This is an optimization exercise on Yosys and OpenROAD, whose aim is small area and a short achievable clock period, not a production implementation.
The RTL was checked by simulation tests, not by an equivalence proof against the original design.
The flow treats the clock pin as an ideal source, which a real chip does not have.

==> 09-07: inputs <==
Design arf_top, start of the top module:
module arf_top #(
  parameter int num_spec = 5   
) (
  input  wire         clk,
  input  wire         reset,
  input  wire  [19:0] read_addrs_i,    
  input  wire  [43:0] commit1_i,       
  input  wire  [43:0] commit2_i,       
  input  wire  [19:0] dispatch1_i,     
  input  wire  [19:0] dispatch2_i,     
  input  wire  [10:0] branch_i,        
  output wire  [38:0] op_rs1_1,        
  output wire  [38:0] op_rs2_1,
  output wire  [38:0] op_rs1_2,
  output wire  [38:0] op_rs2_2
);
Settings: LEC_CHECK=0, CAP_MARGIN=20, CELL_PAD_IN_SITES_DETAIL_PLACEMENT=2, CELL_PAD_IN_SITES_GLOBAL_PLACEMENT=2, CORE_MARGIN=2, CORE_UTILIZATION=33, CTS_BUF_LIST=sky130_fd_sc_hd__clkbuf_8 sky130_fd_sc_hd__clkbuf_16, CTS_CLUSTER_DIAMETER=70, CTS_CLUSTER_SIZE=20, GPL_TIMING_DRIVEN=1, PLACE_DENSITY=0.5, SETUP_SLACK_MARGIN=0.0, SLEW_MARGIN=20, SYNTH_HIERARCHICAL=1; clock period 6.0 ns.
standard.sh (not shown) runs the stock make flow with config.mk's settings and CLKGATE_MAP_FILE= SYNTH_SCRIPT=/design/flow/synth_recipe.tcl, a recipe that flattens the netlist after the stock synthesis.
==> flow/flow/run.sh <==
#!/bin/bash
# The standard ORFS layout (standard.sh), with these steps added through
# ORFS's per-step hooks:
#  - floorplan: flow/downsize.tcl puts the combinational cells that
#    synthesis sized up back to drive strength 1 (the repair steps resize
#    them where needed), and flow/small_bufs.tcl keeps the repair steps from
#    buffering with buf_12/buf_16 (also in placement, resizing, CTS and
#    global routing);
#  - CTS: flow/pre_cts.tcl (small buffers only);
#  - after global route: flow/post_grt.tcl sizes up gates on the worst
#    paths (flow/greedy_upsize.tcl), using global-route parasitics;
#  - buffer_ports uses plain buf_4 cells on the ports instead of delay cells.
# make's full output goes to flow_make.log; ORFS keeps each step's log
# under orfs/logs/.
set -euo pipefail
FLOW_DIR="$(pwd)/flow"
bash standard.sh \
  "BUFFER_PORTS_ARGS=-buffer_cell sky130_fd_sc_hd__buf_4" \
  "PRE_FLOORPLAN_TCL=${FLOW_DIR}/pre_floorplan.tcl" \
  "PRE_GLOBAL_PLACE_TCL=${FLOW_DIR}/small_bufs.tcl" \
  "PRE_RESIZE_TCL=${FLOW_DIR}/small_bufs.tcl" \
  "PRE_CTS_TCL=${FLOW_DIR}/pre_cts.tcl" \
  "PRE_GLOBAL_ROUTE_TCL=${FLOW_DIR}/pre_grt.tcl" \
  "POST_GLOBAL_ROUTE_TCL=${FLOW_DIR}/post_grt.tcl" \
  finish > flow_make.log 2>&1
==> flow/flow/greedy_upsize.tcl <==
# Greedy gate sizing on the worst setup paths, run after each repair_timing.
#
# repair_timing stops early on this design: the worst paths keep weak gates
# (NAND4_1, NOR2_4, ...) driving the long wires of the register file's read
# trees. This pass walks the worst paths, tries the next drive strength of
# each gate on a path (same cell family, same footprint), and keeps the one
# change that helps that path's endpoint most without lowering the design's
# worst slack. Cells only change size here; detailed placement legalizes
# them afterwards, as it does after repair_timing.

proc gu_family_sizes {base} {
  if {[info exists ::gu_sizes($base)]} {
    return $::gu_sizes($base)
  }
  set db [ord::get_db]
  set res {}
  foreach s {1 2 4 6 8 12 16} {
    set name "${base}_$s"
    set m [$db findMaster $name]
    if {$m eq "NULL"} {
      continue
    }
    if {[regexp {buf_12|buf_16|bufbuf|bufinv|lpflow|probe|clkbuf|clkinv|clkdly|dlygate|dlymetal} $name]} {
      continue
    }
    set lc [get_lib_cells -quiet $name]
    if {$lc eq "" || [get_property $lc dont_use]} {
      continue
    }
    lappend res [list $s $m]
  }
  set ::gu_sizes($base) $res
  return $res
}

proc gu_next {master} {
  set name [$master getName]
  if {![regexp {^(sky130_fd_sc_hd__[a-z0-9]+)_([0-9]+)$} $name -> base size]} {
    return ""
  }
  foreach sm [gu_family_sizes $base] {
    lassign $sm s m
    if {$s > $size} {
      return $m
    }
  }
  return ""
}

proc gu_endpoint_slack {ep} {
  lassign $ep kind name
  if {$kind eq "port"} {
    return [get_property [get_ports $name] slack_max]
  }
  return [get_property [get_pins $name] slack_max]
}

proc greedy_upsize {target max_moves {batch 200}} {
  set moves 0
  set wns [worst_slack -max]
  set stuck {}
  puts "greedy_upsize: worst slack $wns, target $target"
  while {$moves < $max_moves} {
    # read the paths out before any change: a change retimes the design and
    # frees the path objects
    set work {}
    foreach pe [find_timing_paths -path_delay max -group_path_count [expr {$batch + [dict size $stuck]}] \
                  -endpoint_path_count 1 -slack_max $target] {
      set epin [get_property $pe endpoint]
      if {[get_property $epin is_port]} {
        set ep [list port [get_full_name $epin]]
      } else {
        set ep [list pin [get_full_name $epin]]
      }
      if {[dict exists $stuck $ep]} {
        continue
      }
      set insts {}
      foreach p [get_property $pe points] {
        set pin [get_property $p pin]
        if {[get_property $pin direction] ne "output"} {
          continue
        }
        if {[catch {set inst [sta::sta_to_db_inst [get_cells -of_objects $pin]]}]} {
          continue
        }
        lappend insts $inst
      }
      lappend work [list $ep $insts]
      if {[llength $work] >= $batch} {
        break
      }
    }
    if {[llength $work] == 0} {
      break
    }
    set round 0
    foreach w $work {
      lassign $w ep insts
      set s0 [gu_endpoint_slack $ep]
      if {$s0 >= $target} {
        continue
      }
      set best_gain 0.003
      set best_inst ""
      set best_m ""
      foreach inst $insts {
        if {[$inst isFixed]} {
          continue
        }
        set m [$inst getMaster]
        set next [gu_next $m]
        if {$next eq ""} {
          continue
        }
        $inst swapMaster $next
        set s1 [gu_endpoint_slack $ep]
        $inst swapMaster $m
        set gain [expr {$s1 - $s0}]
        if {$gain > $best_gain} {
          set best_gain $gain
          set best_inst $inst
          set best_m $next
        }
      }
      set kept 0
      if {$best_inst ne ""} {
        set old_m [$best_inst getMaster]
        $best_inst swapMaster $best_m
        set w1 [worst_slack -max]
        if {$w1 >= $wns - 0.001} {
          incr moves
          incr round
          set wns $w1
          set kept 1
        } else {
          $best_inst swapMaster $old_m
        }
      }
      if {!$kept} {
        dict set stuck $ep 1
      }
      if {$moves >= $max_moves} {
        break
      }
    }
    if {$round == 0 && [llength $work] < $batch} {
      break
    }
  }
  puts "greedy_upsize: $moves cells sized up, worst slack now [worst_slack -max]"
}

# Wire capacitance of each routing layer as setRC.tcl gives it, scaled by
# factor (1.0 puts the platform's values back).
proc gu_set_rc {factor} {
  source $::env(PLATFORM_DIR)/setRC.tcl
  if {$factor == 1.0} {
    return
  }
  foreach {layer cap res} {
    met1 1.72375E-04 8.929e-04
    met2 1.36233E-04 8.929e-04
    met3 2.14962E-04 1.567e-04
    met4 1.48128E-04 1.567e-04
    met5 1.54087E-04 1.781e-05
  } {
    set_layer_rc -layer $layer -capacitance [expr {$cap * $factor}] -resistance $res
  }
}

==> flow/flow/post_grt.tcl <==
# POST_GLOBAL_ROUTE hook: greedy sizing (flow/greedy_upsize.tcl) of every
# path with less than 3 ns of slack, on global-route parasitics, once the
# step's own repairs are done. Detailed routing and extraction come out
# slower than the global-route estimate on some nets, so the pass aims well
# above the slack it can reach on the worst path. Then detailed placement
# legalizes the resized cells, the changed nets are routed again, and hold
# is repaired.
source [file join [file dirname [info script]] greedy_upsize.tcl]
greedy_upsize 3.0 4000
global_route -start_incremental
detailed_placement
global_route -end_incremental
estimate_parasitics -global_routing
repair_timing -hold -hold_margin 0.05 -match_cell_footprint
global_route -start_incremental
detailed_placement
global_route -end_incremental
estimate_parasitics -global_routing
report_worst_slack -max
report_worst_slack -min
==> flow/flow/pre_grt.tcl <==
# PRE_GLOBAL_ROUTE hook: keep the repair steps to small buffers.
source [file join [file dirname [info script]] small_bufs.tcl]
Other scripts of this flow, unchanged in this note and not shown: flow/flow/downsize.tcl, flow/flow/pre_cts.tcl, flow/flow/pre_floorplan.tcl, flow/flow/small_bufs.tcl
==> 08-24: changes against 09-07 <==
--- a/flow/flow/run.sh
+++ b/flow/flow/run.sh
@@ -9,4 +9,4 @@
 #  - CTS: flow/pre_cts.tcl (small buffers only);
-#  - after global route: flow/post_grt.tcl sizes up gates on the worst
-#    paths (flow/greedy_upsize.tcl), using global-route parasitics;
+#  - global route: flow/greedy_upsize.tcl sizes up gates on the worst
+#    paths after the step's repair_timing, using global-route parasitics;
 #  - buffer_ports uses plain buf_4 cells on the ports instead of delay cells.
@@ -23,3 +23,2 @@
   "PRE_GLOBAL_ROUTE_TCL=${FLOW_DIR}/pre_grt.tcl" \
-  "POST_GLOBAL_ROUTE_TCL=${FLOW_DIR}/post_grt.tcl" \
   finish > flow_make.log 2>&1
--- a/flow/flow/greedy_upsize.tcl
+++ b/flow/flow/greedy_upsize.tcl
@@ -57,8 +57,7 @@
 
-proc greedy_upsize {target max_moves {batch 200}} {
+proc greedy_upsize {target max_moves} {
   set moves 0
   set wns [worst_slack -max]
-  set stuck {}
   puts "greedy_upsize: worst slack $wns, target $target"
-  while {$moves < $max_moves} {
+  while {$moves < $max_moves && $wns < $target} {
     # read the paths out before any change: a change retimes the design and
@@ -66,3 +65,3 @@
     set work {}
-    foreach pe [find_timing_paths -path_delay max -group_path_count [expr {$batch + [dict size $stuck]}] \
+    foreach pe [find_timing_paths -path_delay max -group_path_count 30 \
                   -endpoint_path_count 1 -slack_max $target] {
@@ -73,5 +72,2 @@
         set ep [list pin [get_full_name $epin]]
-      }
-      if {[dict exists $stuck $ep]} {
-        continue
       }
@@ -89,5 +85,2 @@
       lappend work [list $ep $insts]
-      if {[llength $work] >= $batch} {
-        break
-      }
     }
@@ -117,5 +110,6 @@
         set s1 [gu_endpoint_slack $ep]
+        set w1 [worst_slack -max]
         $inst swapMaster $m
         set gain [expr {$s1 - $s0}]
-        if {$gain > $best_gain} {
+        if {$gain > $best_gain && $w1 >= $wns - 0.001} {
           set best_gain $gain
@@ -125,18 +119,7 @@
       }
-      set kept 0
       if {$best_inst ne ""} {
-        set old_m [$best_inst getMaster]
         $best_inst swapMaster $best_m
-        set w1 [worst_slack -max]
-        if {$w1 >= $wns - 0.001} {
-          incr moves
-          incr round
-          set wns $w1
-          set kept 1
-        } else {
-          $best_inst swapMaster $old_m
-        }
-      }
-      if {!$kept} {
-        dict set stuck $ep 1
+        incr moves
+        incr round
+        set wns [worst_slack -max]
       }
@@ -146,3 +129,3 @@
     }
-    if {$round == 0 && [llength $work] < $batch} {
+    if {$round == 0} {
       break
@@ -153,19 +136,12 @@
 
-# Wire capacitance of each routing layer as setRC.tcl gives it, scaled by
-# factor (1.0 puts the platform's values back).
-proc gu_set_rc {factor} {
-  source $::env(PLATFORM_DIR)/setRC.tcl
-  if {$factor == 1.0} {
-    return
-  }
-  foreach {layer cap res} {
-    met1 1.72375E-04 8.929e-04
-    met2 1.36233E-04 8.929e-04
-    met3 2.14962E-04 1.567e-04
-    met4 1.48128E-04 1.567e-04
-    met5 1.54087E-04 1.781e-05
-  } {
-    set_layer_rc -layer $layer -capacitance [expr {$cap * $factor}] -resistance $res
+# Run the pass after every repair_timing of the flow (the CTS and global
+# route steps call repair_timing_helper), then repair hold again, since
+# faster gates can only shorten paths.
+if {[info procs gu_orig_repair_timing_helper] eq ""} {
+  rename ::repair_timing_helper ::gu_orig_repair_timing_helper
+  proc ::repair_timing_helper {args} {
+    gu_orig_repair_timing_helper {*}$args
+    greedy_upsize 3.0 2000
+    repair_timing -hold -hold_margin 0.05 -match_cell_footprint
   }
 }
-
==> flow/flow/pre_grt.tcl (replaced) <==
# PRE_GLOBAL_ROUTE hook: small buffers only, and greedy sizing after the
# step's repair_timing, on global-route parasitics.
source [file join [file dirname [info script]] small_bufs.tcl]
source [file join [file dirname [info script]] greedy_upsize.tcl]
CAP_MARGIN = 15   (was 20)
SLEW_MARGIN = 15   (was 20)
removed: flow/flow/post_grt.tcl
==> comparison <==
- Synthesized cell count is the same in 09-07 and 08-24.
- Synthesized area is the same in 08-24 and 09-07.
- 08-24 finished with capacitance limit, slew limit left. 09-07 did not get past 5_1_grt, error EST-0104.

[what the ideal ports hide]
Ports are ideal in the flow. The routed layout listed here was re-timed in OpenROAD. Step 1 sets driving cells, clkbuf_16 on the clock port and buf_2 on the other inputs (assumed; they add their load-dependent delay and slew). Step 2 adds t to the input delays and takes it off the output delays; t is the mean of the earliest and latest rising clock arrival at the registers after step 1. Input paths then give back, and output paths get back, about the clock's delay inside the block. a / b / c = no drivers / after step 1 / after step 2; a / b = the first two.
run: 08-24
t (ns): 1.192
setup WS [ns]: 0.191 / -0.083 / -1.263
clock arrival spread, ns: 0.089 / 0.089
worst slew at a driven data input, ns: 0.71
The setup slack of 08-24 moves by -0.274 ns with the drivers and by -1.454 ns with both steps.
